Source: an optimization exercise on an open RTL-to-GDS flow (aim: small area, a short achievable clock period and few clock cycles). Production flows keep margins and buffers that such runs may drop.
In this exercise RTL edits were held to simulation tests only and were not proved equivalent to the original.
Power figures rest on the tool's default switching activity, not on a simulated workload.

--- design/flow/run.sh ---
#!/bin/bash
# synth_recipe.tcl (not shown) runs the flow's synth.tcl, then flattens the netlist and writes it again
# the make line also repeats each setting of config.mk as NAME=value (left out here)
make -C /OpenROAD-flow-scripts/flow DESIGN_CONFIG=/design/flow/config.mk WORK_HOME=/design/flow/orfs CLKGATE_MAP_FILE= SYNTH_SCRIPT=/design/flow/synth_recipe.tcl finish
--- design/flow/config.mk ---
export PLATFORM = sky130hd
export DESIGN_NAME = reverse_impact_detector_unit
export DESIGN_NICKNAME = reverse_impact_detector_unit
export VERILOG_FILES = /design/flow/design.v
export SDC_FILE = /design/flow/constraint.sdc
export NUM_CORES = 4
export LEC_CHECK = 0
export CAP_MARGIN = 20
export CORE_MARGIN = 2
export CORE_UTILIZATION = 40
export SLEW_MARGIN = 20
--- design/flow/constraint.sdc ---
create_clock -name core_clock -period 10.0 [get_ports {clk_i}]
set_input_delay 2.0000 -clock core_clock [delete_from_list [all_inputs] [get_ports {clk_i}]]
set_output_delay 2.0000 -clock core_clock [all_outputs]
set_load 0.01 [all_outputs]
--- design/flow/design.v ---
package rid_pkg;
  localparam int unsigned SPEED_DEPTH = 10;
  localparam int unsigned ACCEL_DEPTH = 100;
  localparam int unsigned BLK         = 10;                
  localparam int unsigned NBLK        = ACCEL_DEPTH / BLK - 1;   
  localparam logic [1:0] CMD_SPEED = 2'd0;
  localparam logic [1:0] CMD_ACCEL = 2'd1;
  localparam logic [1:0] CMD_EVAL  = 2'd2;
  localparam logic signed [15:0] SPEED_LIMIT_RST = -16'sd256;
  function automatic logic [48:0] comb(input logic [48:0] a, input logic [48:0] b);
    logic signed [15:0] ax, az1, az0, bx, bz1, bz0;
    logic sx, smx, smn;
    ax  = a[47:32];
    az1 = a[31:16];
    az0 = a[15:0];
    bx  = b[47:32];
    bz1 = b[31:16];
    bz0 = b[15:0];
    sx  = a[48] & (ax > bx);
    smx = a[48] & (az1 > bz1);
    smn = a[48] & (az0 < bz0);
    comb = {b[48], sx ? a[47:32] : b[47:32], smx ? a[31:16] : b[31:16],
            smn ? a[15:0] : b[15:0]};
  endfunction
  function automatic logic [48:0] lpair(input logic va, input logic signed [15:0] xa,
                                        input logic signed [15:0] za, input logic vb,
                                        input logic signed [15:0] xb,
                                        input logic signed [15:0] zb);
    logic sx, gz;
    sx = va & (xa > xb);
    gz = za > zb;
    lpair = {vb, sx ? xa : xb, (va & gz) ? za : zb, (va & ~gz) ? za : zb};
  endfunction
  function automatic logic [17:0] conv_w(input logic [15:0] g);
    logic signed [21:0] gs, u;
    gs = {{6{g[15]}}, g};
    u  = (gs <<< 5) + (gs <<< 4) + gs + 22'sd40 - 22'(g[15]);
    conv_w = u[21:4];
  endfunction
  function automatic logic [27:0] conv_b(input logic [17:0] w);
    logic signed [27:0] ws, a;
    ws = {{10{w[17]}}, w};
    a  = ws + (ws <<< 1);
    conv_b = a + (a <<< 4) + (a <<< 8);
  endfunction
  function automatic logic [15:0] conv_q(input logic [27:0] b);
    logic signed [39:0] bs, c;
    bs = {{12{b[27]}}, b};
    c  = bs + (bs <<< 12) + 40'sd1048576;
    conv_q = c[39:24];
  endfunction
endpackage
module rid_ram #(
  parameter int unsigned DEPTH = 100,
  parameter int unsigned NOUT  = 9
) (
  input  logic                 clk_i,
  input  logic                 we_i,
  input  logic [15:0]          x_i,
  input  logic [15:0]          z_i,
  output logic [NOUT-1:0][15:0] x_o,
  output logic [NOUT-1:0][15:0] z_o
);
  logic [15:0] x_q [DEPTH];
  logic [15:0] z_q [DEPTH];
  always_ff @(posedge clk_i) begin
    if (we_i) begin
      x_q[0] <= x_i;
      z_q[0] <= z_i;
      for (int i = 1; i < DEPTH; i++) begin
        x_q[i] <= x_q[i-1];
        z_q[i] <= z_q[i-1];
      end
    end
  end
  for (genvar k = 0; k < NOUT; k++) begin : g_out
    assign x_o[k] = x_q[DEPTH-NOUT+k];
    assign z_o[k] = z_q[DEPTH-NOUT+k];
  end
endmodule
module rid_scan (
  input  logic                               clk_i,
  input  logic [3:0]                         m_i,       
  input  logic                               full_i,    
  input  logic [8:0][15:0]                   x_i,       
  input  logic [8:0][15:0]                   z_i,
  input  logic [47:0]                        p_i,       
  input  logic [rid_pkg::NBLK-1:0][47:0]     b_i,       
  output logic [47:0]                        st_o       
);
  logic [8:0]  v;
  logic [48:0] l1 [5];
  logic [48:0] l2 [3];
  logic [48:0] o3, o4;
  logic [48:0] pb [10];
  logic [48:0] q1 [5];
  logic [48:0] q2 [3];
  logic [48:0] q3 [2];
  logic [48:0] q4;
  logic [48:0] o4_q, q4_q;
  logic        full_q;
  logic [48:0] of;
  logic [48:0] st;
  for (genvar k = 0; k < 9; k++) begin : g_v
    assign v[k] = (4'(k + 1) >= m_i);
  end
  always_comb begin
    for (int k = 0; k < 4; k++)
      l1[k] = rid_pkg::lpair(v[2*k], x_i[2*k], z_i[2*k], v[2*k+1], x_i[2*k+1], z_i[2*k+1]);
    l1[4] = {v[8], x_i[8], z_i[8], z_i[8]};
    l2[0] = rid_pkg::comb(l1[0], l1[1]);
    l2[1] = rid_pkg::comb(l1[2], l1[3]);
    o3    = rid_pkg::comb(l2[0], l2[1]);
    o4    = rid_pkg::comb(o3, l1[4]);
    pb[0] = {1'b1, p_i};
    for (int j = 0; j < 9; j++) pb[j+1] = {1'b1, b_i[j]};
    for (int j = 0; j < 5; j++) q1[j] = rid_pkg::comb(pb[2*j], pb[2*j+1]);
    q2[0] = rid_pkg::comb(q1[0], q1[1]);
    q2[1] = rid_pkg::comb(q1[2], q1[3]);
    q2[2] = q1[4];
    q3[0] = rid_pkg::comb(q2[0], q2[1]);
    q3[1] = q2[2];
    q4    = rid_pkg::comb(q3[0], q3[1]);
  end
  always_ff @(posedge clk_i) begin
    o4_q   <= o4;
    q4_q   <= q4;
    full_q <= full_i;
  end
  assign of = full_q ? o4_q : {1'b1, 48'd0};
  assign st = rid_pkg::comb(of, q4_q);
  always_ff @(posedge clk_i) begin
    st_o <= st[47:0];
  end
endmodule
module reverse_impact_detector_unit #(
  parameter int unsigned SPEED_DEPTH = rid_pkg::SPEED_DEPTH,
  parameter int unsigned ACCEL_DEPTH = rid_pkg::ACCEL_DEPTH
) (
  input  logic         clk_i,
  input  logic         rst_ni,
  input  logic         s_axis_tvalid,
  output logic         s_axis_tready,
  input  logic [79:0]  s_axis_tdata,
  input  logic [1:0]   s_axis_tuser,
  output logic         m_axis_tvalid,
  input  logic         m_axis_tready,
  output logic [55:0]  m_axis_tdata,
  input  logic         cfg_we_i,
  input  logic [1:0]   cfg_idx_i,
  input  logic [31:0]  cfg_data_i
);
  logic signed [15:0] peak_thr_q;
  logic [15:0]        zspread_thr_q;
  logic [31:0]        hold_q;
  logic signed [15:0] limit_q;
  logic signed [19:0] lim10_q;
  always_ff @(posedge clk_i or negedge rst_ni) begin
    if (!rst_ni) begin
      peak_thr_q    <= '0;
      zspread_thr_q <= '0;
      hold_q        <= '0;
      limit_q       <= rid_pkg::SPEED_LIMIT_RST;
    end else if (cfg_we_i) begin
      case (cfg_idx_i)
        2'd0: peak_thr_q    <= cfg_data_i[15:0];
        2'd1: zspread_thr_q <= cfg_data_i[15:0];
        2'd2: hold_q        <= cfg_data_i;
        2'd3: limit_q       <= cfg_data_i[15:0];
        default: ;
      endcase
    end
  end
  always_ff @(posedge clk_i) begin
    lim10_q <= (20'(limit_q) <<< 3) + (20'(limit_q) <<< 1);
  end
  logic        tready_q;
  logic        acc;
  logic        s1s_q, s1a_q, s1e_q;
  logic signed [15:0] d_spd_q;
  logic [15:0] d_ax_q, d_az_q;
  logic [31:0] now1_q;
  logic [1:0]  rsv_q;           
  logic        e1_adv, e1_stuck, s1e_d, pop;
  logic [1:0]  rsv_adv;
  assign acc      = s_axis_tvalid & tready_q;
  assign e1_adv   = s1e_q & (rsv_q != 2'd2);
  assign e1_stuck = s1e_q & ~e1_adv;
  assign s1e_d    = (acc & (s_axis_tuser == rid_pkg::CMD_EVAL)) | e1_stuck;
  assign rsv_adv  = rsv_q + 2'(e1_adv);
  always_ff @(posedge clk_i or negedge rst_ni) begin
    if (!rst_ni) begin
      tready_q <= 1'b0;
      s1s_q    <= 1'b0;
      s1a_q    <= 1'b0;
      s1e_q    <= 1'b0;
      rsv_q    <= '0;
    end else begin
      tready_q <= ~(s1e_d & (rsv_adv == 2'd2));
      s1s_q    <= acc & (s_axis_tuser == rid_pkg::CMD_SPEED);
      s1a_q    <= acc & (s_axis_tuser == rid_pkg::CMD_ACCEL);
      s1e_q    <= s1e_d;
      rsv_q    <= rsv_adv - 2'(pop);
    end
  end
  always_ff @(posedge clk_i) begin
    d_spd_q <= s_axis_tdata[15:0];
    d_ax_q  <= s_axis_tdata[31:16];
    d_az_q  <= s_axis_tdata[47:32];
    if (acc) now1_q <= s_axis_tdata[79:48];
  end
  assign s_axis_tready = tready_q;
  logic signed [15:0] spd_q [SPEED_DEPTH];
  logic signed [19:0] sum_q;
  always_ff @(posedge clk_i or negedge rst_ni) begin
    if (!rst_ni) begin
      for (int i = 0; i < SPEED_DEPTH; i++) spd_q[i] <= '0;
      sum_q <= '0;
    end else if (s1s_q) begin
      spd_q[0] <= d_spd_q;
      for (int i = 1; i < SPEED_DEPTH; i++) spd_q[i] <= spd_q[i-1];
      sum_q <= sum_q + 20'(d_spd_q) - 20'(spd_q[SPEED_DEPTH-1]);
    end
  end
  logic        a2_q, a3_q, a4_q;
  logic [17:0] wx_q, wz_q;
  logic [27:0] bx_q, bz_q;
  logic [15:0] qx_q, qz_q;
  always_ff @(posedge clk_i or negedge rst_ni) begin
    if (!rst_ni) begin
      a2_q <= 1'b0;
      a3_q <= 1'b0;
      a4_q <= 1'b0;
    end else begin
      a2_q <= s1a_q;
      a3_q <= a2_q;
      a4_q <= a3_q;
    end
  end
  always_ff @(posedge clk_i) begin
    wx_q <= rid_pkg::conv_w(d_ax_q);
    wz_q <= rid_pkg::conv_w(d_az_q);
    bx_q <= rid_pkg::conv_b(wx_q);
    bz_q <= rid_pkg::conv_b(wz_q);
    qx_q <= rid_pkg::conv_q(bx_q);
    qz_q <= rid_pkg::conv_q(bz_q);
  end
  logic [8:0][15:0] old_x, old_z;
  rid_ram #(
    .DEPTH (ACCEL_DEPTH),
    .NOUT  (9)
  ) u_win (
    .clk_i (clk_i),
    .we_i  (a4_q),
    .x_i   (qx_q),
    .z_i   (qz_q),
    .x_o   (old_x),
    .z_o   (old_z)
  );
  logic [47:0]           p_q;
  logic [rid_pkg::NBLK-1:0][47:0] b_q;
  logic [3:0]            m_q;
  logic [6:0]            wcnt_q;
  logic                  full_q;
  logic [48:0]           p_upd;
  assign p_upd = rid_pkg::comb({1'b1, qx_q, qz_q, qz_q}, {1'b1, p_q});
  always_ff @(posedge clk_i or negedge rst_ni) begin
    if (!rst_ni) begin
      p_q    <= '0;
      b_q    <= '0;
      m_q    <= 4'd10;
      wcnt_q <= '0;
      full_q <= 1'b0;
    end else if (a4_q) begin
      if (m_q == 4'd10) begin
        b_q <= {b_q[rid_pkg::NBLK-2:0], p_q};
        p_q <= {qx_q, qz_q, qz_q};
        m_q <= 4'd1;
      end else begin
        p_q <= p_upd[47:0];
        m_q <= m_q + 4'd1;
      end
      if (!full_q) begin
        wcnt_q <= wcnt_q + 7'd1;
        if (wcnt_q == 7'd99) full_q <= 1'b1;
      end
    end
  end
  logic [47:0] st;    
  rid_scan u_scan (
    .clk_i  (clk_i),
    .m_i    (m_q),
    .full_i (full_q),
    .x_i    (old_x),
    .z_i    (old_z),
    .p_i    (p_q),
    .b_i    (b_q),
    .st_o   (st)
  );
  logic        e2_q, e3_q, e4_q, e5_q, e6_q;
  logic        wp_q, rp_q;
  logic [31:0] snow_q [2];
  logic [19:0] ssum_q [2];
  logic        scs_q  [2];
  logic        cs2;
  assign cs2 = sum_q[19] & (sum_q > lim10_q);
  always_ff @(posedge clk_i or negedge rst_ni) begin
    if (!rst_ni) begin
      e2_q <= 1'b0;
      e3_q <= 1'b0;
      e4_q <= 1'b0;
      e5_q <= 1'b0;
      e6_q <= 1'b0;
      wp_q <= 1'b0;
      rp_q <= 1'b0;
    end else begin
      e2_q <= e1_adv;
      e3_q <= e2_q;
      e4_q <= e3_q;
      e5_q <= e4_q;
      e6_q <= e5_q;
      if (e1_adv) wp_q <= ~wp_q;
      if (e6_q)   rp_q <= ~rp_q;
    end
  end
  always_ff @(posedge clk_i) begin
    if (e1_adv) snow_q[wp_q] <= now1_q;
    if (e2_q) begin
      ssum_q[~wp_q] <= sum_q;
      scs_q[~wp_q]  <= cs2;
    end
  end
  logic        det_q, setp_q, gta_q, gtb_q;
  logic [31:0] onset_q;
  logic [31:0] now5, now6;
  logic        gt, cond, det_d, set;
  logic signed [15:0] xmax;
  logic [15:0] zmax, zmin, spread;
  logic [55:0] pd;
  assign now6 = snow_q[rp_q];
  assign now5 = e6_q ? snow_q[~rp_q] : snow_q[rp_q];
  always_ff @(posedge clk_i) begin
    gta_q <= (now5 - now6) > hold_q;
    gtb_q <= (now5 - onset_q) > hold_q;
  end
  assign {xmax, zmax, zmin} = st;
  assign spread = zmax - zmin;
  assign gt     = setp_q ? gta_q : gtb_q;
  assign cond   = scs_q[rp_q] & (xmax > peak_thr_q) & (spread > zspread_thr_q);
  assign det_d  = cond | (det_q & ~gt);
  assign set    = cond & ~det_q;
  assign pd     = {3'b000, ssum_q[rp_q], spread, xmax, det_d};
  always_ff @(posedge clk_i or negedge rst_ni) begin
    if (!rst_ni) begin
      det_q   <= 1'b0;
      onset_q <= '0;
      setp_q  <= 1'b0;
    end else begin
      setp_q <= e6_q & set;
      if (e6_q) begin
        det_q <= det_d;
        if (set) onset_q <= now6;
      end
    end
  end
  logic        out_v_q, sk_v_q;
  logic [55:0] out_q, sk_q;
  logic        out_en;
  assign pop    = out_v_q & m_axis_tready;
  assign out_en = pop | ~out_v_q;
  always_ff @(posedge clk_i or negedge rst_ni) begin
    if (!rst_ni) begin
      out_v_q <= 1'b0;
      sk_v_q  <= 1'b0;
    end else begin
      out_v_q <= out_en ? (sk_v_q | e6_q) : 1'b1;
      sk_v_q  <= out_v_q & (pop ? (sk_v_q & e6_q) : (sk_v_q | e6_q));
    end
  end
  always_ff @(posedge clk_i) begin
    if (out_en) out_q <= sk_v_q ? sk_q : pd;
    if (e6_q & out_v_q & (~pop | sk_v_q)) sk_q <= pd;
  end
  assign m_axis_tvalid = out_v_q;
  assign m_axis_tdata  = out_q;
endmodule
==> results of run 1 <==
[critical path, delay by kind of cell, from the launching register on]
kind                       cells  cell delay [ns]
muxes                          3             0.95
adders and majority gates      4             1.25
and+or+nand+nor               13             1.74
AOI/OAI and AO/OA             26             4.23
buffers and inverters          3             0.51
xor gates and xnor gates       1             0.12
DFF                            1             0.47
[flip-flops by register name, summed over array words and instances (netlist names), 18 cells and up]
signal,count
hold_q,32
sum_q,20
u_scan.st_o,48
wz_q,18
u_win.z_q,1600
p_q,48
out_q,53
spd_q,160
u_scan.q4_q,48
b_q,432
lim10_q,19
ssum_q,40
now1_q,32
u_win.x_q,1600
bx_q,28
snow_q,64
onset_q,32
sk_q,53
bz_q,28
wx_q,18
u_scan.o4_q,49
[logic make-up (layout without fill, tap and decap cells)]
family                     count (synthesis)  in the layout  synth area share, %
AOI/OAI and AO/OA                       1953           1953                 6.26
xor gates and xnor gates                 240            240                 1.10
adders and majority gates               1447           1447                 9.85
buffers and inverters                   1540           2669                 3.08
DFF                                     4587           4587                 68.5
muxes                                   1142           1142                 6.45
other                                      1              8              0.00197
and+or+nand+nor                         1871           1872                 4.75
[worst max path at each step]
| stage | end | cells past startpoint |
|---|---|---|
| floorplan | p_q[38] | 5 |
| global placement | u_scan.q4_q[21] | 49 |
| detailed placement | u_scan.q4_q[29] | 49 |
| CTS | u_scan.o4_q[42] | 50 |
| global route | u_scan.q4_q[44] | 53 |
| finish | u_scan.o4_q[25] | 50 |
[layout by cell type (no fill, tap or decap), drive strengths merged, types with 40 or more instances in the layout]
master / n
edfxtp: 3444
ha: 1362
inv: 1299
dfrtp: 794
o21ai: 741
nand2: 680
clkbuf: 603
mux2: 594
mux2i: 548
a21oi: 497
nor2: 376
buf: 353
dfxtp: 339
a21o: 190
nand4: 185
xnor2: 175
clkdlybuf4s50: 174
clkinv: 170
o21a: 169
nor2b: 150
nand2b: 121
nand3: 88
nor3: 87
fa: 85
xor2: 65
and2: 59
o21bai: 50
bufinv: 40
[metal layers]
metal / GRT usage [%] / up-vias
met5: 0 / -
met4: 3.82 / 0
met3: 1.97 / 540
met2: 22.5 / 1251
met1: 21.0 / 47700
li1: - / 48200
[area by class of cell]
class	count	area, um^2
antenna	5	12.5
clock buffer	600	12600
clock inverter	259	2740
fill	41400	256000
inverter	1280	4800
multi-input combinational	6657	54800
sequential	4587	130000
tap	6247	7820
timing repair buffer	530	4860
[repair_timing]
item | 4_1_cts | 5_1_grt
hold endpoints to repair | 0 | 0
endpoints found under the setup margin | 0 | 96
buffers inserted | 0 | 74
gates resized for setup | 0 | 141
[through the flow]
step	power (uW)	setup WS (ns)	hold WS (ns)
finish	73300	0.581	0.350
global route	79000	-0.0820	0.365
CTS	72900	0.0470	0.348
detailed placement	55200	0.0981	0.335
global placement	54800	0.0737	0.334
floorplan	48300	-15.28	0.331
[power by group through the flow]
stage	sequential, uW	combinational (uW)	clock, uW
after floorplan	24200	24000	0
after global placement	24000	30800	0
after detailed placement	24100	31100	0
after CTS	23700	31300	17900
after global routing	23800	36600	18700
final	23600	32400	17300
==> impl_metrics.py, run 1 <==
metrics = {
    "clock_tree": {
        "cts_tree": "built",
        "cts_max_level": 5,
        "clkSinkCount": 4587,
        "cts_inserted_buffers": 465,
        "worst_skew_pair.late_latency_ns": 1.06,
        "root_buffer": "clkbuf_16",
        "number_of_buffers_added_to_fix_hold_violations_after_cts": 0,
        "max-clock-path-buffers": 4,
        "clk_transition_reported_paths_ns": 0.06,
    },
    "drt": {
        "wl_per_cell_um": 17.5,
        "drt_iter0_drc": 6734,
        "drt-pass1-iter-count": 5,
        "route.vias.total": 97800,
        "detail_route.wirelength_um": 354000,
        "routed-wl-met2_um": 159000,
        "highest_layer": "met4",
        "met3_wirelength_um": 12600,
        "antenna_violation_net_count_after_detailed_routing": 0,
        "drc_violations_left": 0,
        "detail_route.vias_per_cell": 4.85,
        "drt-met1-wl_um": 173000,
    },
    "setup_path": {
        "crit_path_kind": "reg2reg",
        "timing.rr.start": "u_win.z_q[93][11]",
        "worst_path_largest_cell_delay_ns": 0.47,
        "cpMostUsedCell": "o21a_1",
        "reg2reg_path_depth": 50,
        "timing.critical_path.fanout_max": 16,
        "regToRegEndpoint": "u_scan.o4_q[25]",
        "worst_endpoint_data_arrival_time_ns": 10.26,
        "timing.critical_path.to_type": "register",
        "crit_slowest_cell": "edfxtp_1",
        "critPathLaunch": "u_win.z_q[93][11]",
        "timing.critical_path.required_ns": 10.84,
        "setup.reg_to_reg.worst_slack_ns": 0.58,
        "startpoint_type": "register",
    },
    "logic_synthesis": {
        "synth.cells.most_frequent": "edfxtp_1 (3444), ha_1 (1362), inv_1 (1279)",
        "postSynth.topFlopCell": "edfxtp_1",
        "postSynthRegisterBits": 4587,
        "syn_area_um2": 190000,
        "synth_async_sr_flop_share_pct": 17.5,
        "synth_largest_area_cell": "edfxtp_1",
        "synth_area_per_cell_um2": 14.9,
        "yosys_warnings": 12,
        "synth_top_area_share_pct": 54.4,
        "synthDistinctLibCells": 95,
        "syn-instance-count": 12800,
        "yosys.cell_count.top_type": "edfxtp_1",
        "synth_sequential_area_ratio_pct": 68.5,
        "synth_area_leaders": "edfxtp_1 (54%), dfrtp_1 (10%), ha_1 (9.0%), dfxtp_1 (3.6%), mux2_2 (3.3%)",
        "synth-edff-count": 3444,
    },
    "timing": {
        "timing_hold_violations_final": 0,
        "fin_setup_tns_ns": 0,
        "finClkSkew_ns": 0.108,
        "timing_worst_slew_pin_value_ns": 1.22,
        "final-max-slew-violation-count": 0,
        "layout_worst_path_cycle_share_pct": 94.2,
        "period_needed_ns": 9.42,
        "relSlewSlack_pct": 18.5,
        "max_frequency_ghz": 0.106,
        "final_setup_violations": 0,
    },
    "cells_and_area": {
        "drive_gt1_share_pct": 13.0,
        "design.final.nets": 15100,
        "postLayoutCellArea_um2": 218000,
        "synthToLayoutAreaGrowth_pct": 14.6,
        "finish.utilization_pct": 46.0,
        "final-instance-count-excl-fill": 20200,
    },
    "floorplanning": {
        "die_width_um": 694,
        "fp.dieArea_um2": 481000,
        "top_level_ports": 179,
        "start_util_pct": 40.1,
        "core-area_um2": 474000,
        "die_h_um": 694,
        "placement_row_count": 253,
    },
    "place": {
        "hpwlAfterDp_um": 241000,
        "place.port_buffers": 175,
        "dpl.cell_count": 19200,
        "placedInstanceArea_um2": 201000,
        "replace_congestion": 0.861,
    },
    "power": {
        "intPower_uw": 47700,
        "leakagePower_uw": 0.0814,
        "p_seq_share_pct": 32.2,
        "ir_worst_vdd_mv": 0.617,
        "power.clock.fraction_pct": 23.6,
        "p_sw_share_pct": 34.9,
        "p_per_area_nw_per_um2": 336,
        "power.switching_uw": 25600,
        "combPwrFrac_pct": 44.2,
    },
    "worst_hold_path": {
        "path_type_of_the_worst_min_delay_path": "reg2reg",
        "hold_path.startpoint": "e4_q",
        "hold_end": "e5_q",
        "hold_path_depth": 0,
    },
    "job": {
        "maxCapViolations": 0,
    },
    "grt": {
        "groute.usage.overall_pct": 14.4,
        "first_global_vias": 96900,
        "grt_overflow": 0,
        "grt_pass1_wl_um": 552000,
        "antenna_found_initial": 15,
        "grt_start_max_net_pins": 213,
    },
    "run_status": {
        "run_status": "complete, no violations",
    },
}
Testbench counts, summed over its fixed seeds: cycles 8,602.
==> run 2: changes to the inputs <==
--- a/design/flow/design.v
+++ b/design/flow/design.v
@@ -7,18 +7,32 @@
   localparam logic [1:0] CMD_ACCEL = 2'd1;
   localparam logic [1:0] CMD_EVAL  = 2'd2;
   localparam logic signed [15:0] SPEED_LIMIT_RST = -16'sd256;
+  function automatic logic sgt(input logic [15:0] a, input logic [15:0] b);
+    logic [15:0] g, e;
+    logic [7:0]  g1, e1;
+    logic [3:0]  g2, e2;
+    logic [1:0]  g3, e3;
+    g = {~a[15] & b[15], a[14:0] & ~b[14:0]};
+    e = ~(a ^ b);
+    for (int i = 0; i < 8; i++) begin
+      g1[i] = g[2*i+1] | (e[2*i+1] & g[2*i]);
+      e1[i] = e[2*i+1] & e[2*i];
+    end
+    for (int i = 0; i < 4; i++) begin
+      g2[i] = g1[2*i+1] | (e1[2*i+1] & g1[2*i]);
+      e2[i] = e1[2*i+1] & e1[2*i];
+    end
+    for (int i = 0; i < 2; i++) begin
+      g3[i] = g2[2*i+1] | (e2[2*i+1] & g2[2*i]);
+      e3[i] = e2[2*i+1] & e2[2*i];
+    end
+    sgt = g3[1] | (e3[1] & g3[0]);
+  endfunction
   function automatic logic [48:0] comb(input logic [48:0] a, input logic [48:0] b);
-    logic signed [15:0] ax, az1, az0, bx, bz1, bz0;
     logic sx, smx, smn;
-    ax  = a[47:32];
-    az1 = a[31:16];
-    az0 = a[15:0];
-    bx  = b[47:32];
-    bz1 = b[31:16];
-    bz0 = b[15:0];
-    sx  = a[48] & (ax > bx);
-    smx = a[48] & (az1 > bz1);
-    smn = a[48] & (az0 < bz0);
+    sx  = a[48] & sgt(a[47:32], b[47:32]);
+    smx = a[48] & sgt(a[31:16], b[31:16]);
+    smn = a[48] & sgt(b[15:0], a[15:0]);
     comb = {b[48], sx ? a[47:32] : b[47:32], smx ? a[31:16] : b[31:16],
             smn ? a[15:0] : b[15:0]};
   endfunction
@@ -27,10 +41,16 @@
                                         input logic signed [15:0] xb,
                                         input logic signed [15:0] zb);
     logic sx, gz;
-    sx = va & (xa > xb);
-    gz = za > zb;
+    sx = va & sgt(xa, xb);
+    gz = sgt(za, zb);
     lpair = {vb, sx ? xa : xb, (va & gz) ? za : zb, (va & ~gz) ? za : zb};
   endfunction
+  function automatic logic elapsed_gt(input logic [31:0] now, input logic [31:0] onset,
+                                      input logic [31:0] hold);
+    logic [33:0] t;
+    t = {2'b00, now} + {2'b00, ~onset} + {2'b00, ~hold} + 34'd1;
+    elapsed_gt = (t[33:32] - 2'(now >= onset)) != 2'd0;
+  endfunction
   function automatic logic [17:0] conv_w(input logic [15:0] g);
     logic signed [21:0] gs, u;
     gs = {{6{g[15]}}, g};
@@ -38,10 +58,9 @@
     conv_w = u[21:4];
   endfunction
   function automatic logic [27:0] conv_b(input logic [17:0] w);
-    logic signed [27:0] ws, a;
+    logic signed [27:0] ws;
     ws = {{10{w[17]}}, w};
-    a  = ws + (ws <<< 1);
-    conv_b = a + (a <<< 4) + (a <<< 8);
+    conv_b = ws + (ws <<< 1) + (ws <<< 4) + (ws <<< 5) + (ws <<< 8) + (ws <<< 9);
   endfunction
   function automatic logic [15:0] conv_q(input logic [27:0] b);
     logic signed [39:0] bs, c;
@@ -86,21 +105,19 @@
   input  logic [8:0][15:0]                   z_i,
   input  logic [47:0]                        p_i,       
   input  logic [rid_pkg::NBLK-1:0][47:0]     b_i,       
-  output logic [47:0]                        st_o       
+  input  logic [rid_pkg::NBLK-1:0]           bv_i,
+  output logic [15:0]                        xmax_o,
+  output logic [15:0]                        spread_o
 );
   logic [8:0]  v;
   logic [48:0] l1 [5];
-  logic [48:0] l2 [3];
-  logic [48:0] o3, o4;
   logic [48:0] pb [10];
   logic [48:0] q1 [5];
-  logic [48:0] q2 [3];
-  logic [48:0] q3 [2];
-  logic [48:0] q4;
-  logic [48:0] o4_q, q4_q;
-  logic        full_q;
-  logic [48:0] of;
-  logic [48:0] st;
+  logic [48:0] a_o [3];     
+  logic [48:0] a_p [3];     
+  logic [48:0] b_o, b_p;    
+  logic        full_a, full_b;
+  logic [48:0] of, st;
   for (genvar k = 0; k < 9; k++) begin : g_v
     assign v[k] = (4'(k + 1) >= m_i);
   end
@@ -108,29 +125,29 @@
     for (int k = 0; k < 4; k++)
       l1[k] = rid_pkg::lpair(v[2*k], x_i[2*k], z_i[2*k], v[2*k+1], x_i[2*k+1], z_i[2*k+1]);
     l1[4] = {v[8], x_i[8], z_i[8], z_i[8]};
-    l2[0] = rid_pkg::comb(l1[0], l1[1]);
-    l2[1] = rid_pkg::comb(l1[2], l1[3]);
-    o3    = rid_pkg::comb(l2[0], l2[1]);
-    o4    = rid_pkg::comb(o3, l1[4]);
     pb[0] = {1'b1, p_i};
-    for (int j = 0; j < 9; j++) pb[j+1] = {1'b1, b_i[j]};
-    for (int j = 0; j < 5; j++) q1[j] = rid_pkg::comb(pb[2*j], pb[2*j+1]);
-    q2[0] = rid_pkg::comb(q1[0], q1[1]);
-    q2[1] = rid_pkg::comb(q1[2], q1[3]);
-    q2[2] = q1[4];
-    q3[0] = rid_pkg::comb(q2[0], q2[1]);
-    q3[1] = q2[2];
-    q4    = rid_pkg::comb(q3[0], q3[1]);
-  end
-  always_ff @(posedge clk_i) begin
-    o4_q   <= o4;
-    q4_q   <= q4;
-    full_q <= full_i;
+    for (int j = 0; j < 9; j++) pb[j+1] = {bv_i[j], b_i[j]};
+    for (int j = 0; j < 5; j++) q1[j] = rid_pkg::comb(pb[2*j+1], pb[2*j]);
   end
-  assign of = full_q ? o4_q : {1'b1, 48'd0};
-  assign st = rid_pkg::comb(of, q4_q);
   always_ff @(posedge clk_i) begin
-    st_o <= st[47:0];
+    a_o[0] <= rid_pkg::comb(l1[0], l1[1]);
+    a_o[1] <= rid_pkg::comb(l1[2], l1[3]);
+    a_o[2] <= l1[4];
+    a_p[0] <= rid_pkg::comb(q1[1], q1[0]);
+    a_p[1] <= rid_pkg::comb(q1[3], q1[2]);
+    a_p[2] <= q1[4];
+    full_a <= full_i;
+  end
+  always_ff @(posedge clk_i) begin
+    b_o    <= rid_pkg::comb(rid_pkg::comb(a_o[0], a_o[1]), a_o[2]);
+    b_p    <= rid_pkg::comb(a_p[2], rid_pkg::comb(a_p[1], a_p[0]));
+    full_b <= full_a;
+  end
+  assign of = full_b ? b_o : {1'b1, 48'd0};
+  assign st = rid_pkg::comb(of, b_p);
+  always_ff @(posedge clk_i) begin
+    xmax_o   <= st[47:32];
+    spread_o <= st[31:16] - st[15:0];
   end
 endmodule
 module reverse_impact_detector_unit #(
@@ -259,6 +276,7 @@
   );
   logic [47:0]           p_q;
   logic [rid_pkg::NBLK-1:0][47:0] b_q;
+  logic [rid_pkg::NBLK-1:0]       bv_q;
   logic [3:0]            m_q;
   logic [6:0]            wcnt_q;
   logic                  full_q;
@@ -267,14 +285,14 @@
   always_ff @(posedge clk_i or negedge rst_ni) begin
     if (!rst_ni) begin
       p_q    <= '0;
-      b_q    <= '0;
+      bv_q   <= '0;
       m_q    <= 4'd10;
       wcnt_q <= '0;
       full_q <= 1'b0;
     end else if (a4_q) begin
       if (m_q == 4'd10) begin
-        b_q <= {b_q[rid_pkg::NBLK-2:0], p_q};
-        p_q <= {qx_q, qz_q, qz_q};
+        bv_q <= {bv_q[rid_pkg::NBLK-2:0], 1'b1};
+        p_q  <= {qx_q, qz_q, qz_q};
         m_q <= 4'd1;
       end else begin
         p_q <= p_upd[47:0];
@@ -286,18 +304,24 @@
       end
     end
   end
-  logic [47:0] st;    
+  always_ff @(posedge clk_i) begin
+    if (a4_q && m_q == 4'd10) b_q <= {b_q[rid_pkg::NBLK-2:0], p_q};
+  end
+  logic signed [15:0] xmax;      
+  logic [15:0]        spread;
   rid_scan u_scan (
     .clk_i  (clk_i),
     .m_i    (m_q),
     .full_i (full_q),
     .x_i    (old_x),
     .z_i    (old_z),
-    .p_i    (p_q),
-    .b_i    (b_q),
-    .st_o   (st)
+    .p_i      (p_q),
+    .b_i      (b_q),
+    .bv_i     (bv_q),
+    .xmax_o   (xmax),
+    .spread_o (spread)
   );
-  logic        e2_q, e3_q, e4_q, e5_q, e6_q;
+  logic        e2_q, e3_q, e4_q, e5_q, e6_q, e7_q;
   logic        wp_q, rp_q;
   logic [31:0] snow_q [2];
   logic [19:0] ssum_q [2];
@@ -311,6 +335,7 @@
       e4_q <= 1'b0;
       e5_q <= 1'b0;
       e6_q <= 1'b0;
+      e7_q <= 1'b0;
       wp_q <= 1'b0;
       rp_q <= 1'b0;
     end else begin
@@ -319,8 +344,9 @@
       e4_q <= e3_q;
       e5_q <= e4_q;
       e6_q <= e5_q;
+      e7_q <= e6_q;
       if (e1_adv) wp_q <= ~wp_q;
-      if (e6_q)   rp_q <= ~rp_q;
+      if (e7_q)   rp_q <= ~rp_q;
     end
   end
   always_ff @(posedge clk_i) begin
@@ -332,19 +358,15 @@
   end
   logic        det_q, setp_q, gta_q, gtb_q;
   logic [31:0] onset_q;
-  logic [31:0] now5, now6;
+  logic [31:0] now6, now7;
   logic        gt, cond, det_d, set;
-  logic signed [15:0] xmax;
-  logic [15:0] zmax, zmin, spread;
   logic [55:0] pd;
-  assign now6 = snow_q[rp_q];
-  assign now5 = e6_q ? snow_q[~rp_q] : snow_q[rp_q];
+  assign now7 = snow_q[rp_q];
+  assign now6 = e7_q ? snow_q[~rp_q] : snow_q[rp_q];
   always_ff @(posedge clk_i) begin
-    gta_q <= (now5 - now6) > hold_q;
-    gtb_q <= (now5 - onset_q) > hold_q;
+    gta_q <= rid_pkg::elapsed_gt(now6, now7, hold_q);
+    gtb_q <= rid_pkg::elapsed_gt(now6, onset_q, hold_q);
   end
-  assign {xmax, zmax, zmin} = st;
-  assign spread = zmax - zmin;
   assign gt     = setp_q ? gta_q : gtb_q;
   assign cond   = scs_q[rp_q] & (xmax > peak_thr_q) & (spread > zspread_thr_q);
   assign det_d  = cond | (det_q & ~gt);
@@ -356,10 +378,10 @@
       onset_q <= '0;
       setp_q  <= 1'b0;
     end else begin
-      setp_q <= e6_q & set;
-      if (e6_q) begin
+      setp_q <= e7_q & set;
+      if (e7_q) begin
         det_q <= det_d;
-        if (set) onset_q <= now6;
+        if (set) onset_q <= now7;
       end
     end
   end
@@ -373,13 +395,13 @@
       out_v_q <= 1'b0;
       sk_v_q  <= 1'b0;
     end else begin
-      out_v_q <= out_en ? (sk_v_q | e6_q) : 1'b1;
-      sk_v_q  <= out_v_q & (pop ? (sk_v_q & e6_q) : (sk_v_q | e6_q));
+      out_v_q <= out_en ? (sk_v_q | e7_q) : 1'b1;
+      sk_v_q  <= out_v_q & (pop ? (sk_v_q & e7_q) : (sk_v_q | e7_q));
     end
   end
   always_ff @(posedge clk_i) begin
     if (out_en) out_q <= sk_v_q ? sk_q : pd;
-    if (e6_q & out_v_q & (~pop | sk_v_q)) sk_q <= pd;
+    if (e7_q & out_v_q & (~pop | sk_v_q)) sk_q <= pd;
   end
   assign m_axis_tvalid = out_v_q;
   assign m_axis_tdata  = out_q;
==> run 2 against run 1 <==
Net effect: non-clock buffer count shrank 267; combinational power shrank 36%; clock-buffer cell count grew 69; sequential share of layout area grew 2.9 points; global-route usage shrank 0.94 points; final cell count shrank 4.1%; sequential cell count grew 272; final area grew 0.94%; synthesized area grew 1.6%; critical path depth shrank 24; highest routed layer unchanged; routed wire length shrank 5.5%; sequential power grew 8%.
==> impl_metrics.py, run 2 <==
metrics = {
    "cells_and_area": {
        "filler_cell_count": 41800,
        "drive_gt1_share_pct": 11.2,
        "leading_cell_types_in_the_layout_fill_and_taps_excluded": "edfxtp_1 (3876), inv_1 (1405), ha_1 (1334)",
        "postLayoutCellArea_um2": 220000,
        "synthToLayoutAreaGrowth_pct": 13.9,
        "finish.utilization_pct": 45.7,
        "most_common_cell_after_layout_fill_and_taps_aside": "edfxtp_1",
        "largest_registers": "u_win.x_q: 1600 flops, u_win.z_q: 1600 flops, b_q: 432 flops",
        "design.final.nets": 14200,
    },
    "drt": {
        "drt-pass1-iter-count": 8,
        "wl_per_cell_um": 17.3,
        "detail_route.wirelength_um": 334000,
        "route.vias.total": 91700,
        "antenna_violation_net_count_after_detailed_routing": 0,
        "drt_iter0_drc": 6353,
        "detail_route.vias_per_cell": 4.74,
        "drc_violations_left": 0,
    },
    "logic_synthesis": {
        "synth_xor_xnor_area_share_pct": 0.702,
        "synth_area_per_cell_um2": 16.3,
        "synth-edff-count": 3876,
        "synth_mux_area_share_pct": 6.03,
        "postSynth.topFlopCell": "edfxtp_1",
        "synth_sequential_area_ratio_pct": 71.4,
        "yosys.cell_count.top_type": "edfxtp_1",
        "synth_largest_area_cell": "edfxtp_1",
        "synth_top_family_by_area": "adder cells",
        "synth_area_leaders": "edfxtp_1 (60%), ha_1 (8.6%), dfxtp_1 (6.2%), dfrtp_1 (4.8%), mux2_2 (3.1%)",
        "synth_top_area_share_pct": 60.2,
        "synthDistinctLibCells": 95,
        "yosys_warnings": 11,
        "synth-compound-area-share_pct": 4.83,
        "post_synth_fa_ha_maj_area_fraction_pct": 10.9,
        "synth.cells.most_frequent": "edfxtp_1 (3876), inv_1 (1407), ha_1 (1334)",
        "synth_async_sr_flop_share_pct": 7.86,
        "syn-instance-count": 11900,
        "syn_area_um2": 193000,
        "synth_simple_gate_area_share_pct": 2.99,
        "postSynthRegisterBits": 4859,
    },
    "clock_tree": {
        "cts_inserted_buffers": 519,
        "worst_skew_pair.late_latency_ns": 1.01,
        "cts.repair.resized": 0,
        "cts_max_level": 6,
        "number_of_buffers_added_to_fix_hold_violations_after_cts": 0,
        "clkSinkCount": 4859,
        "cts_tree": "built",
        "root_buffer": "clkbuf_16",
        "post_cts_buffers": 0,
        "max-clock-path-buffers": 4,
        "clk_transition_reported_paths_ns": 0.06,
    },
    "power": {
        "power.switching_uw": 20500,
        "combPwrFrac_pct": 31.9,
        "power.clock.fraction_pct": 28.8,
        "p_per_area_nw_per_um2": 293,
        "p_sw_share_pct": 31.8,
        "ir_worst_vdd_mv": 0.959,
        "leakagePower_uw": 0.0813,
        "p_seq_share_pct": 39.4,
        "intPower_uw": 44000,
    },
    "timing": {
        "final-max-slew-violation-count": 0,
        "max_frequency_ghz": 0.162,
        "setup_repair_after_global_routing_missed_its_margin": "false",
        "layout_worst_path_cycle_share_pct": 61.7,
        "fin_setup_tns_ns": 0,
        "final_setup_violations": 0,
        "timing_hold_violations_final": 0,
        "timing.final.ws_setup_ns": 3.83,
        "timing_worst_slew_pin_value_ns": 1.21,
        "finClkSkew_ns": 0.0627,
        "relSlewSlack_pct": 19.0,
        "period_needed_ns": 6.17,
    },
    "job": {
        "maxCapViolations": 0,
    },
    "floorplanning": {
        "placement_row_count": 255,
        "die_h_um": 699,
        "core-area_um2": 482000,
        "fp.dieArea_um2": 489000,
        "start_util_pct": 40.1,
        "top_level_ports": 179,
        "die_width_um": 699,
    },
    "place": {
        "hpwlAfterDp_um": 224000,
        "replace_congestion": 0.810,
        "pre_cts_ws_ns": 3.88,
        "place.port_buffers": 175,
        "placedInstanceArea_um2": 203000,
    },
    "setup_path": {
        "timing.critical_path.fanout_max": 31,
        "timing.critical_path.required_ns": 10.93,
        "timing.critical_path.to_type": "register",
        "crit_path_kind": "reg2reg",
        "startpoint_type": "register",
        "worst_endpoint_data_arrival_time_ns": 7.10,
    },
    "run_status": {
        "run_status": "complete, no violations",
    },
    "grt": {
        "antenna_found_initial": 22,
        "grt_pass1_wl_um": 523000,
        "grt_overflow": 0,
        "groute.usage.overall_pct": 13.4,
        "grt_start_max_net_pins": 204,
        "first_global_vias": 92100,
    },
    "worst_hold_path": {
        "path_type_of_the_worst_min_delay_path": "reg2reg",
    },
}
## run 2: cell families (layout without fill, tap and decap cells)
family	count (synthesis)	in the layout
adders and majority gates	1555	1555
DFF	4859	4859
xor gates and xnor gates	155	155
buffers and inverters	1576	2614
other	1	6
muxes	1099	1099
and+or+nand+nor	1165	1165
AOI/OAI and AO/OA	1469	1469
## run 2: path summary, 6_finish.rpt
path | from | to | slack [ns] | cells past startpoint
min reg2reg | u_win.x_q[99][10] | u_scan.a_o[2][42] | 0.34 | 0
min | u_win.x_q[99][10] | u_scan.a_o[2][42] | 0.34 | 0
max | u_scan.full_b | u_scan.spread_o[14] | 3.83 | 26
min in group asynchronous | rst_ni | spd_q[4][3] | 0.98 | 1
max reg2reg | u_scan.full_b | u_scan.spread_o[14] | 3.83 | 26
max in group asynchronous | rst_ni | p_q[12] | 7.06 | 3
## run 2: worst max-delay path: stages (launching register included)
cell and delay [ns]:
dfxtp_1 0.80, buf_4 0.44, and2_1 0.20, ha_1 0.22, and4b_1 0.17, o21a_1 0.17, o21ai_0 0.17, a21oi_1 0.12
a2111oi_0 0.40, nor3_1 0.09, o221ai_1 0.18, buf_4 0.30, nor2_1 0.07, a21oi_1 0.13, ha_1 0.16, inv_1 0.06
fa_1 0.45, a21o_1 0.20, a21oi_1 0.24, o21bai_1 0.09, a21oi_1 0.22, o21bai_1 0.12, a211oi_1 0.33, o21ai_0 0.18
a31o_2 0.25, a21oi_1 0.16, xnor2_1 0.13
## run 2: cell type report
type,count,area (um^2),area share (%)
clock buffers,669,14200,6.45
repair buffers,263,2590,1.18
inverters,1407,5290,2.40
diodes,3,7.51,0.00341
well taps,6425,8040,3.65
clock inverters,275,2480,1.13
flip-flops and latches,4859,138000,62.7
multi-input cells,5446,49400,22.5
## run 2: per-stage QoR
| stage | total power (uW) | hold WS, ns | std cells |
|---|---|---|---|
| floorplan | 41600 | 0.310 | 11900 |
| global placement | 46300 | 0.316 | 18400 |
| global route | 69300 | 0.338 | 19300 |
| finish | 64500 | 0.335 | 19300 |
| detailed placement | 46500 | 0.320 | 18400 |
| CTS | 65500 | 0.335 | 19300 |
## run 2: power by group through the flow
stage                     Sequential, uW  Clock, uW  Combinational, uW
final                              25400      18600              20600
after global routing               25600      20000              23700
after CTS                          25500      19200              20800
after detailed placement           25900          0              20600
after global placement             25800          0              20500
after floorplan                    25800          0              15700
## run 2: per-layer routing
metal	global-route usage, %	vias up	wire (um)
met1	19.7	45000	165000
li1	-	44900	-
met5	0	-	0
met3	1.89	558	11500
met2	20.8	1234	149000
met4	3.94	0	8700
Testbench counts of run 2, summed over its fixed seeds: cycles 8,659.
==> run 3: changes to the inputs <==
--- a/design/flow/config.mk
+++ b/design/flow/config.mk
@@ -8,4 +8,5 @@
 export CAP_MARGIN = 20
 export CORE_MARGIN = 2
 export CORE_UTILIZATION = 40
+export SETUP_SLACK_MARGIN = 5
 export SLEW_MARGIN = 20
==> run 3 against run 2 <==
Net effect: largest power group unchanged; still clean; critical path type unchanged; clock skew up 0.0019 ns; clock-buffer cell count unchanged; largest cell class unchanged; synthesized area did not move.
==> impl_metrics.py, run 3 <==
metrics = {
    "timing": {
        "finClkSkew_ns": 0.0646,
        "relSlewSlack_pct": 10.4,
        "fin_setup_tns_ns": 0,
        "period_needed_ns": 4.84,
        "timing_hold_violations_final": 0,
        "timing.final.ws_setup_ns": 5.16,
        "timing_worst_slew_pin_value_ns": 1.34,
        "final-max-slew-violation-count": 0,
        "layout_worst_path_cycle_share_pct": 48.4,
        "setup_repair_after_global_routing_missed_its_margin": "true",
        "max_frequency_ghz": 0.207,
        "holdWs_ns": 0.334,
        "final_setup_violations": 0,
    },
    "drt": {
        "route.vias.total": 91800,
        "detail_route.vias_per_cell": 4.74,
        "detail_route.wirelength_um": 335000,
        "drt-pass1-iter-count": 8,
        "antenna_violation_net_count_after_detailed_routing": 0,
        "drc_violations_left": 0,
        "drt_iter0_drc": 6305,
        "wl_per_cell_um": 17.3,
    },
    "grt": {
        "grt_overflow": 0,
        "grt_pass1_wl_um": 523000,
        "grt_start_max_net_pins": 204,
        "antenna_found_initial": 23,
        "groute.usage.overall_pct": 13.4,
        "first_global_vias": 92200,
    },
    "cells_and_area": {
        "leading_cell_types_in_the_layout_fill_and_taps_excluded": "edfxtp_1 (3876), inv_1 (1403), ha_1 (1334)",
        "most_common_cell_after_layout_fill_and_taps_aside": "edfxtp_1",
        "drive_gt1_share_pct": 11.8,
        "synthToLayoutAreaGrowth_pct": 14.2,
        "filler_cell_count": 41800,
        "largest_registers": "u_win.x_q: 1600 flops, u_win.z_q: 1600 flops, b_q: 432 flops",
        "design.final.nets": 14200,
    },
    "logic_synthesis": {
        "yosys_warnings": 11,
        "synth_top_area_share_pct": 60.2,
        "synth.cells.most_frequent": "edfxtp_1 (3876), inv_1 (1407), ha_1 (1334)",
        "postSynthRegisterBits": 4859,
        "yosys.cell_count.top_type": "edfxtp_1",
        "synth_largest_area_cell": "edfxtp_1",
        "synth_sequential_area_ratio_pct": 71.4,
        "syn-instance-count": 11900,
        "synth-edff-count": 3876,
        "synth_area_per_cell_um2": 16.3,
        "postSynth.topFlopCell": "edfxtp_1",
        "synth_async_sr_flop_share_pct": 7.86,
        "synth_area_leaders": "edfxtp_1 (60%), ha_1 (8.6%), dfxtp_1 (6.2%), dfrtp_1 (4.8%), mux2_2 (3.1%)",
        "synthDistinctLibCells": 95,
        "syn_area_um2": 193000,
    },
    "floorplanning": {
        "placement_row_count": 255,
        "fp.dieArea_um2": 489000,
        "core-area_um2": 482000,
        "top_level_ports": 179,
        "start_util_pct": 40.1,
        "die_h_um": 699,
        "die_width_um": 699,
    },
    "setup_path": {
        "worst_endpoint_data_arrival_time_ns": 5.77,
        "timing.critical_path.to_type": "register",
        "timing.critical_path.required_ns": 10.93,
        "timing.critical_path.fanout_max": 16,
        "crit_path_kind": "reg2reg",
        "setup.reg_to_reg.worst_slack_ns": 5.16,
        "startpoint_type": "register",
    },
    "job": {
        "maxCapViolations": 0,
    },
    "power": {
        "ir_worst_vdd_mv": 0.925,
        "combPwrFrac_pct": 32.1,
        "power.clock.fraction_pct": 28.7,
        "leakagePower_uw": 0.0816,
        "power.switching_uw": 20700,
        "p_per_area_nw_per_um2": 293,
        "intPower_uw": 44100,
        "p_sw_share_pct": 31.9,
        "p_seq_share_pct": 39.2,
    },
    "clock_tree": {
        "max-clock-path-buffers": 4,
        "worst_skew_pair.late_latency_ns": 1.01,
        "cts_max_level": 6,
        "cts_inserted_buffers": 519,
        "cts_tree": "built",
        "clk_transition_reported_paths_ns": 0.06,
        "clkSinkCount": 4859,
        "root_buffer": "clkbuf_16",
    },
    "worst_hold_path": {
        "path_type_of_the_worst_min_delay_path": "reg2reg",
    },
    "place": {
        "place.port_buffers": 175,
        "replace_congestion": 0.810,
        "pre_cts_ws_ns": 3.88,
        "hpwlAfterDp_um": 224000,
    },
    "run_status": {
        "run_status": "complete, no violations",
    },
}
==> run 3: power by group through the flow <==
stage / logic (uW) / registers (uW) / clock network [uW]
2_1_floorplan: 15700 / 25800 / 0
3_5_place_dp: 20600 / 25900 / 0
6_report: 20800 / 25400 / 18600
3_3_place_gp: 20500 / 25800 / 0
4_1_cts: 20900 / 25500 / 19200
5_1_grt: 24000 / 25600 / 20000
==> run 3: logic make-up after synthesis <==
| group | Yosys count | synth area share, % |
|---|---|---|
| muxes | 1099 | 6.03 |
| adders and majority gates | 1555 | 10.9 |
| AOI/OAI and AO/OA | 1469 | 4.83 |
| other | 1 | 0.00194 |
| xor gates and xnor gates | 155 | 0.702 |
| buffers and inverters | 1576 | 3.10 |
| and+or+nand+nor | 1165 | 2.99 |
| DFF | 4859 | 71.4 |
==> run 3: metrics by stage <==
step | total power (uW) | instances | instance area (um^2) | util [%]
after global placement | 46300 | 18400 | 203000 | 42.2
after global routing | 69600 | 19400 | 221000 | 45.8
after floorplan | 41600 | 11900 | 193000 | -
after CTS | 65600 | 19400 | 220000 | 45.7
after detailed placement | 46500 | 18400 | 203000 | 42.2
final | 64800 | 19400 | 221000 | 45.8
==> run 3: worst paths after layout <==
| path | start | to | cells after the start |
|---|---|---|---|
| worst max-delay path | u_scan.full_b | u_scan.spread_o[14] | 24 |
| worst min-delay path | u_scan.full_a | u_scan.full_b | 0 |
| worst max register to register | u_scan.full_b | u_scan.spread_o[14] | 24 |
| worst min register to register | u_scan.full_a | u_scan.full_b | 0 |
| max in group asynchronous | rst_ni | p_q[12] | 3 |
| min in group asynchronous | rst_ni | spd_q[4][3] | 1 |
==> run 3: repair_timing <==
item | in CTS | in global routing
hold buffers | 0 | 0
endpoints found under the setup margin | 239 | 237
resized for setup | 32 | 73
cloned | 0 | 5
pin swaps | 4 | 13
setup buffers | 22 | 9
endpoints found under the hold margin | 0 | 0
==> run 3: metal layers <==
metal | global-route usage (%) | up-vias | share of wire (%)
met2 | 20.8 | 1217 | 45
met5 | 0 | - | 0
met1 | 19.7 | 45100 | 49
met4 | 3.95 | 0 | 2.6
li1 | - | 44900 | -
met3 | 1.90 | 561 | 3.5
==> run 3: critical path: stages (launching register included) <==
cell       delay, ns
dfxtp_4         0.41
buf_12          0.16
nand2_1         0.08
ha_1            0.27
a31o_2          0.23
a21o_1          0.20
a2111oi_4       0.35
o2111a_1        0.22
nor4bb_2        0.05
o21ai_2         0.24
nand2_1         0.11
o21ai_1         0.11
ha_1            0.16
inv_1           0.06
fa_1            0.45
a21o_1          0.21
a21oi_2         0.17
o21bai_1        0.10
a21oi_2         0.18
o21bai_1        0.12
a211oi_2        0.23
o21ai_1         0.12
a31o_2          0.24
a21oi_1         0.16
xnor2_1         0.13
==> run 3: area by class of cell <==
cell class	count	area [um^2]	area share, %
antenna	3	7.51	0.00340
clock buffer	669	14200	6.43
clock inverter	275	2480	1.12
inverter	1407	5290	2.39
multi-input combinational	5448	49800	22.5
sequential	4859	138000	62.5
tap	6425	8040	3.64
timing repair buffer	296	3010	1.36

[static timing again, ports no longer ideal]
How much do the figures lean on ideal ports? The routed layouts below were timed once more, with nothing changed but the port constraints.
Step 1 assumes that a clkbuf_16 drives the clock port and a buf_2 every other input.
Step 2 times the ports against the registers' clock, not the clock port: input delays grow and output delays shrink by t, the midpoint of the rising clock arrivals with the driver on.
Slacks: ideal / step 1 / step 2; pairs: ideal / step 1.
| run | t, ns | slack for setup (ns) | worst hold slack (ns) | worst register clock-pin slew, ns | worst data-port slew with drivers (ns) |
|---|---|---|---|---|---|
| run 1 | 1.113 | 0.581 / 0.581 / 0.581 | 0.350 / 0.350 / 0.350 | 0.07 / 0.07 | 0.12 |
| run 2 | 1.093 | 3.827 / 3.827 / 3.827 | 0.335 / 0.335 / 0.335 | 0.07 / 0.07 | 0.13 |
| run 3 | 1.095 | 5.160 / 5.160 / 5.160 | 0.334 / 0.334 / 0.334 | 0.07 / 0.07 | 0.13 |
After both steps every run listed still meets setup and hold.
